This is an optimization exercise on Yosys and OpenROAD, whose aim is small area, not a production implementation.
At most, simulation tests tie the RTL to the original design; equivalence was not proved.
No activity file was given, so power comes from the tool's default toggle rates.

==> flow/design.v <==
`timescale 1ns/10ps
module dcache_top (
    input  logic        CLK,
    input  logic        nRST,
    input  logic        halt_i,
    input  logic        dp_ren_i,
    input  logic        dp_wen_i,
    input  logic [31:0] dp_addr_i,
    input  logic [31:0] dp_store_i,
    output logic        dp_hit_o,
    output logic [31:0] dp_load_o,
    output logic        dp_flushed_o,
    output logic        mem_ren_o,
    output logic        mem_wen_o,
    output logic [31:0] mem_addr_o,
    output logic [31:0] mem_store_o,
    input  logic        mem_dwait_i,
    input  logic [31:0] mem_load_i
);
    localparam logic [2:0] S_LOOK = 3'd0;   
    localparam logic [2:0] S_CHK  = 3'd1;   
    localparam logic [2:0] S_WBX  = 3'd2;   
    localparam logic [2:0] S_TW   = 3'd3;   
    localparam logic [2:0] S_FX   = 3'd4;   
    localparam logic [2:0] S_FWR  = 3'd5;   
    localparam logic [2:0] S_DONE = 3'd6;   
    logic [32*32-1:0] dring;
    logic [16*26-1:0] tring;
    logic [15:0]      xring;   
    logic [7:0]       mring;   
    logic [7:0]       fring;   
    logic [4:0]  pos;
    logic        sweep;    
    logic [2:0]  st;
    logic        fl;       
    logic        wd;       
    logic [3:0]  frm;      
    logic        p1;       
    logic        r1;       
    logic [31:0] buf_q;    
    logic [25:0] tag_q;    
    logic [31:0] dh;
    logic [25:0] th;
    logic        vh, xh, mh, fh;
    logic        req, lk, pt_req, match, hit, pt_frm, pt_tag, last;
    logic        cap, cap_tag, swap, ld, hold, ws, fw, keep, fill_v;
    assign dh = dring[31:0];
    assign th = tring[25:0];
    assign xh = xring[0];
    assign mh = mring[0];
    assign fh = fring[0];
    assign vh = fh || (pos[3] && mh);
    assign req    = (dp_ren_i || dp_wen_i) && !sweep && r1;
    assign pt_req = (pos[4] == dp_addr_i[2]) && (pos[2:0] == dp_addr_i[5:3]);
    assign match  = vh && (th == dp_addr_i[31:6]);
    assign lk     = (st == S_LOOK);
    assign hit    = lk && req && pt_req && match;
    assign pt_tag = (pos[3:0] == frm);
    assign pt_frm = (pos[4] == wd) && pt_tag;
    assign last   = (frm == 4'd15);
    assign cap     = (st == S_CHK) && pt_frm;             
    assign cap_tag = (cap && !wd) || ((st == S_TW) && pt_tag);
    assign swap    = cap && !wd && !fl;                   
    assign ld      = (st == S_FX) && !mem_dwait_i;        
    assign hold    = !(cap || ld || lk);
    assign ws      = hit && dp_wen_i;                     
    assign fw      = (st == S_FWR) && pt_frm;             
    assign keep    = !(ws || fw);
    assign fill_v  = fw && wd;
    always_ff @(posedge CLK) begin
        dring <= {((dh & {32{keep}}) | (buf_q & {32{!keep}})),
                  dring[32*32-1:32]};
        tring <= {((th & {26{!swap}}) | (dp_addr_i[31:6] & {26{swap}})), tring[16*26-1:26]};
        xring <= {(!fill_v && (ws || xh)), xring[15:1]};
        mring <= {((hit || fill_v) ? pos[3] : (mh && !sweep)), mring[7:1]};
        fring <= {((fill_v && !pos[3]) || (fh && !sweep)), fring[7:1]};
        buf_q <= (dp_store_i & {32{lk}}) | (mem_load_i & {32{ld}}) | (dh & {32{cap}}) | (buf_q & {32{hold}});
    end
    always_ff @(posedge CLK) begin
        if (cap_tag) begin
            tag_q <= th;
        end
    end
    always_ff @(posedge CLK, negedge nRST) begin
        if (!nRST) begin
            pos   <= '0;
            r1    <= 1'b0;
            sweep <= 1'b1;
            st    <= S_LOOK;
            fl    <= 1'b0;
            wd    <= 1'b0;
            frm   <= '0;
            p1    <= 1'b0;
        end else begin
            pos <= pos + 5'd1;
            r1  <= lk && (dp_ren_i || dp_wen_i) && !sweep && !hit;
            if (pos == 5'd15) sweep <= 1'b0;
            case (st)
                S_LOOK: begin
                    if (!sweep) begin
                        if (halt_i) begin
                            st  <= S_CHK;
                            fl  <= 1'b1;
                            frm <= '0;
                            wd  <= 1'b0;
                        end else if (req && pt_req) begin
                            if (match) begin
                                p1 <= 1'b0;
                            end else if (p1) begin
                                p1  <= 1'b0;
                                frm <= {!mh, dp_addr_i[5:3]};
                                wd  <= 1'b0;
                                st  <= S_CHK;
                            end else begin
                                p1 <= 1'b1;
                            end
                        end else if (!req) begin
                            p1 <= 1'b0;
                        end
                    end
                end
                S_CHK: begin
                    if (pt_frm) begin
                        if (wd || (vh && xh)) begin
                            st <= S_WBX;
                        end else if (fl) begin
                            if (last) st <= S_DONE;
                            else      frm <= frm + 4'd1;
                        end else begin
                            st <= S_TW;
                        end
                    end
                end
                S_WBX: begin
                    if (!mem_dwait_i) begin
                        if (!wd) begin
                            wd <= 1'b1;
                            st <= S_CHK;
                        end else begin
                            wd <= 1'b0;
                            if (fl) begin
                                if (last) begin
                                    st <= S_DONE;
                                end else begin
                                    frm <= frm + 4'd1;
                                    st  <= S_CHK;
                                end
                            end else begin
                                st <= S_TW;
                            end
                        end
                    end
                end
                S_TW: begin
                    if (pt_tag) st <= S_FX;
                end
                S_FX: begin
                    if (!mem_dwait_i) st <= S_FWR;
                end
                S_FWR: begin
                    if (pt_frm) begin
                        if (wd) begin
                            wd <= 1'b0;
                            st <= S_LOOK;
                        end else begin
                            wd <= 1'b1;
                            st <= S_FX;
                        end
                    end
                end
                default: begin
                end
            endcase
        end
    end
    assign dp_hit_o     = hit;
    assign dp_load_o    = dh;
    assign dp_flushed_o = (st == S_DONE);
    assign mem_wen_o    = (st == S_WBX);
    assign mem_ren_o    = (st == S_FX);
    assign mem_addr_o   = {tag_q, frm[2:0], wd, 2'b00};
    assign mem_store_o  = buf_q;
endmodule
export LEC_CHECK = 0
export ABC_AREA = 1
export CAP_MARGIN = 0
export CORE_MARGIN = 2
export CORE_UTILIZATION = 60
export CTS_BUF_LIST = sky130_fd_sc_hd__clkbuf_8
export CTS_CLUSTER_DIAMETER = 50
export CTS_CLUSTER_SIZE = 16
export PLACE_DENSITY = 0.75
export SETUP_SLACK_MARGIN = 0.4
export SLEW_MARGIN = 0
create_clock -name core_clock -period 7.0 [get_ports {CLK}]
standard.sh (not shown) runs the stock make flow with config.mk's settings and CLKGATE_MAP_FILE= SYNTH_SCRIPT=/design/flow/synth_recipe.tcl, a recipe that flattens the netlist after the stock synthesis.
==> flow/flow/run.sh <==
#!/bin/bash
# Standard layout with three changes:
#  - after the standard synthesis, its combinational logic is mapped again with an
#    area-oriented ABC script; the registers are left as they are (same instances, names and
#    cell types), see remap.tcl;
#  - the port buffers are the smallest buffer (buf_1) rather than the cell buffer_ports picks
#    on its own; repair_design still resizes them where timing needs it;
#  - clock tree synthesis adds no dummy loads and uses small leaf clusters of clkbuf_4.
# Each tool's output goes to a log file of its own in this folder.
set -euo pipefail
here=$(pwd)
R=$here/orfs/results/sky130hd/dcache_top/base
export BUFFER_PORTS_ARGS="-buffer_cell sky130_fd_sc_hd__buf_1"
export CTS_ARGS="-sink_clustering_enable -repair_clock_nets -dont_use_dummy_load -sink_clustering_size 12 -sink_clustering_max_diameter 35 -buf_list sky130_fd_sc_hd__clkbuf_4"

bash standard.sh synth > make_synth.log 2>&1

export REMAP_LIB=$FLOW_HOME/platforms/sky130hd/lib/sky130_fd_sc_hd__tt_025C_1v80.lib
export REMAP_DONT_USE="$(make -s -C "$FLOW_HOME" DESIGN_CONFIG="$here/config.mk" WORK_HOME="$here/orfs" print-DONT_USE_CELLS 2> make_print.log | sed -n 's/^DONT_USE_CELLS: //p')"
export REMAP_IN=$here/synth_standard.v
export REMAP_OUT=$R/1_2_yosys.v
export REMAP_MODELS=$here/cell_models.v
cp "$R/1_2_yosys.v" "$REMAP_IN"
python3 flow/genmodels.py "$REMAP_LIB" "$REMAP_MODELS" "$REMAP_IN" > genmodels.log 2>&1
yosys -c flow/remap.tcl > yosys_remap.log 2>&1
rm -f "$R/1_synth.odb" "$R/1_synth.sdc"

bash standard.sh > make_finish.log 2>&1
Other scripts of this flow, unchanged in this note and not shown: flow/flow/genmodels.py, flow/flow/remap.tcl
Rerun with:
--- a/flow/design.v
+++ b/flow/design.v
@@ -33,70 +33,66 @@
     logic        sweep;    
     logic [2:0]  st;
     logic        fl;       
     logic        wd;       
     logic [3:0]  frm;      
     logic        p1;       
-    logic        r1;       
     logic [31:0] buf_q;    
     logic [25:0] tag_q;    
     logic [31:0] dh;
     logic [25:0] th;
     logic        vh, xh, mh, fh;
-    logic        req, lk, pt_req, match, hit, pt_frm, pt_tag, last;
+    logic        req, pt_req, match, hit, pt_frm, pt_tag, last;
     logic        cap, cap_tag, swap, ld, hold, ws, fw, keep, fill_v;
     assign dh = dring[31:0];
     assign th = tring[25:0];
     assign xh = xring[0];
     assign mh = mring[0];
     assign fh = fring[0];
     assign vh = fh || (pos[3] && mh);
-    assign req    = (dp_ren_i || dp_wen_i) && !sweep && r1;
+    assign req    = (dp_ren_i || dp_wen_i) && !sweep;
     assign pt_req = (pos[4] == dp_addr_i[2]) && (pos[2:0] == dp_addr_i[5:3]);
     assign match  = vh && (th == dp_addr_i[31:6]);
-    assign lk     = (st == S_LOOK);
-    assign hit    = lk && req && pt_req && match;
+    assign hit    = (st == S_LOOK) && req && pt_req && match;
     assign pt_tag = (pos[3:0] == frm);
     assign pt_frm = (pos[4] == wd) && pt_tag;
     assign last   = (frm == 4'd15);
     assign cap     = (st == S_CHK) && pt_frm;             
     assign cap_tag = (cap && !wd) || ((st == S_TW) && pt_tag);
     assign swap    = cap && !wd && !fl;                   
     assign ld      = (st == S_FX) && !mem_dwait_i;        
-    assign hold    = !(cap || ld || lk);
+    assign hold    = !(cap || ld);
     assign ws      = hit && dp_wen_i;                     
     assign fw      = (st == S_FWR) && pt_frm;             
     assign keep    = !(ws || fw);
     assign fill_v  = fw && wd;
     always_ff @(posedge CLK) begin
-        dring <= {((dh & {32{keep}}) | (buf_q & {32{!keep}})),
+        dring <= {((dh & {32{keep}}) | (dp_store_i & {32{ws}}) | (buf_q & {32{fw}})),
                   dring[32*32-1:32]};
         tring <= {((th & {26{!swap}}) | (dp_addr_i[31:6] & {26{swap}})), tring[16*26-1:26]};
         xring <= {(!fill_v && (ws || xh)), xring[15:1]};
         mring <= {((hit || fill_v) ? pos[3] : (mh && !sweep)), mring[7:1]};
         fring <= {((fill_v && !pos[3]) || (fh && !sweep)), fring[7:1]};
-        buf_q <= (dp_store_i & {32{lk}}) | (mem_load_i & {32{ld}}) | (dh & {32{cap}}) | (buf_q & {32{hold}});
+        buf_q <= (mem_load_i & {32{ld}}) | (dh & {32{cap}}) | (buf_q & {32{hold}});
     end
     always_ff @(posedge CLK) begin
         if (cap_tag) begin
             tag_q <= th;
         end
     end
     always_ff @(posedge CLK, negedge nRST) begin
         if (!nRST) begin
             pos   <= '0;
-            r1    <= 1'b0;
             sweep <= 1'b1;
             st    <= S_LOOK;
             fl    <= 1'b0;
             wd    <= 1'b0;
             frm   <= '0;
             p1    <= 1'b0;
         end else begin
             pos <= pos + 5'd1;
-            r1  <= lk && (dp_ren_i || dp_wen_i) && !sweep && !hit;
             if (pos == 5'd15) sweep <= 1'b0;
             case (st)
                 S_LOOK: begin
                     if (!sweep) begin
                         if (halt_i) begin
                             st  <= S_CHK;
Effect: Non-clock buffer count fell by 1. Power is about the same. Routed wire length decreases by 3.6%. Clock-buffer cell count came out lower by 1. Clock skew stays flat.
Only the layout flow was run in the first run of this note; the RTL was not checked for function there.

==> separate check: timing with driven ports <==
In the flow no input, the clock included, has a driving cell. The finished layouts below were timed again as built, in two steps.
Step 1 assumes that a clkbuf_16 drives the clock port and a buf_2 every other input.
Step 2 adds t to the input delays and takes it off the output delays; t is the mean of the earliest and latest rising clock arrival at the registers after step 1. Input paths then give back, and output paths get back, about the clock's delay inside the block.
a / b / c = no drivers / after step 1 / after step 2; a / b = the first two.
run | t (ns) | setup slack, ns | clock arrival spread, ns
the first run | 0.974 | 1.325 / 1.284 / 1.284 | 0.115 / 0.114
the second run | 0.977 | 1.308 / 1.285 / 1.285 | 0.135 / 0.135
After both steps setup and hold are still met in every run listed. The setup slack of the first run, which loses most, moves by -0.041 ns with the drivers and by -0.041 ns with both steps.
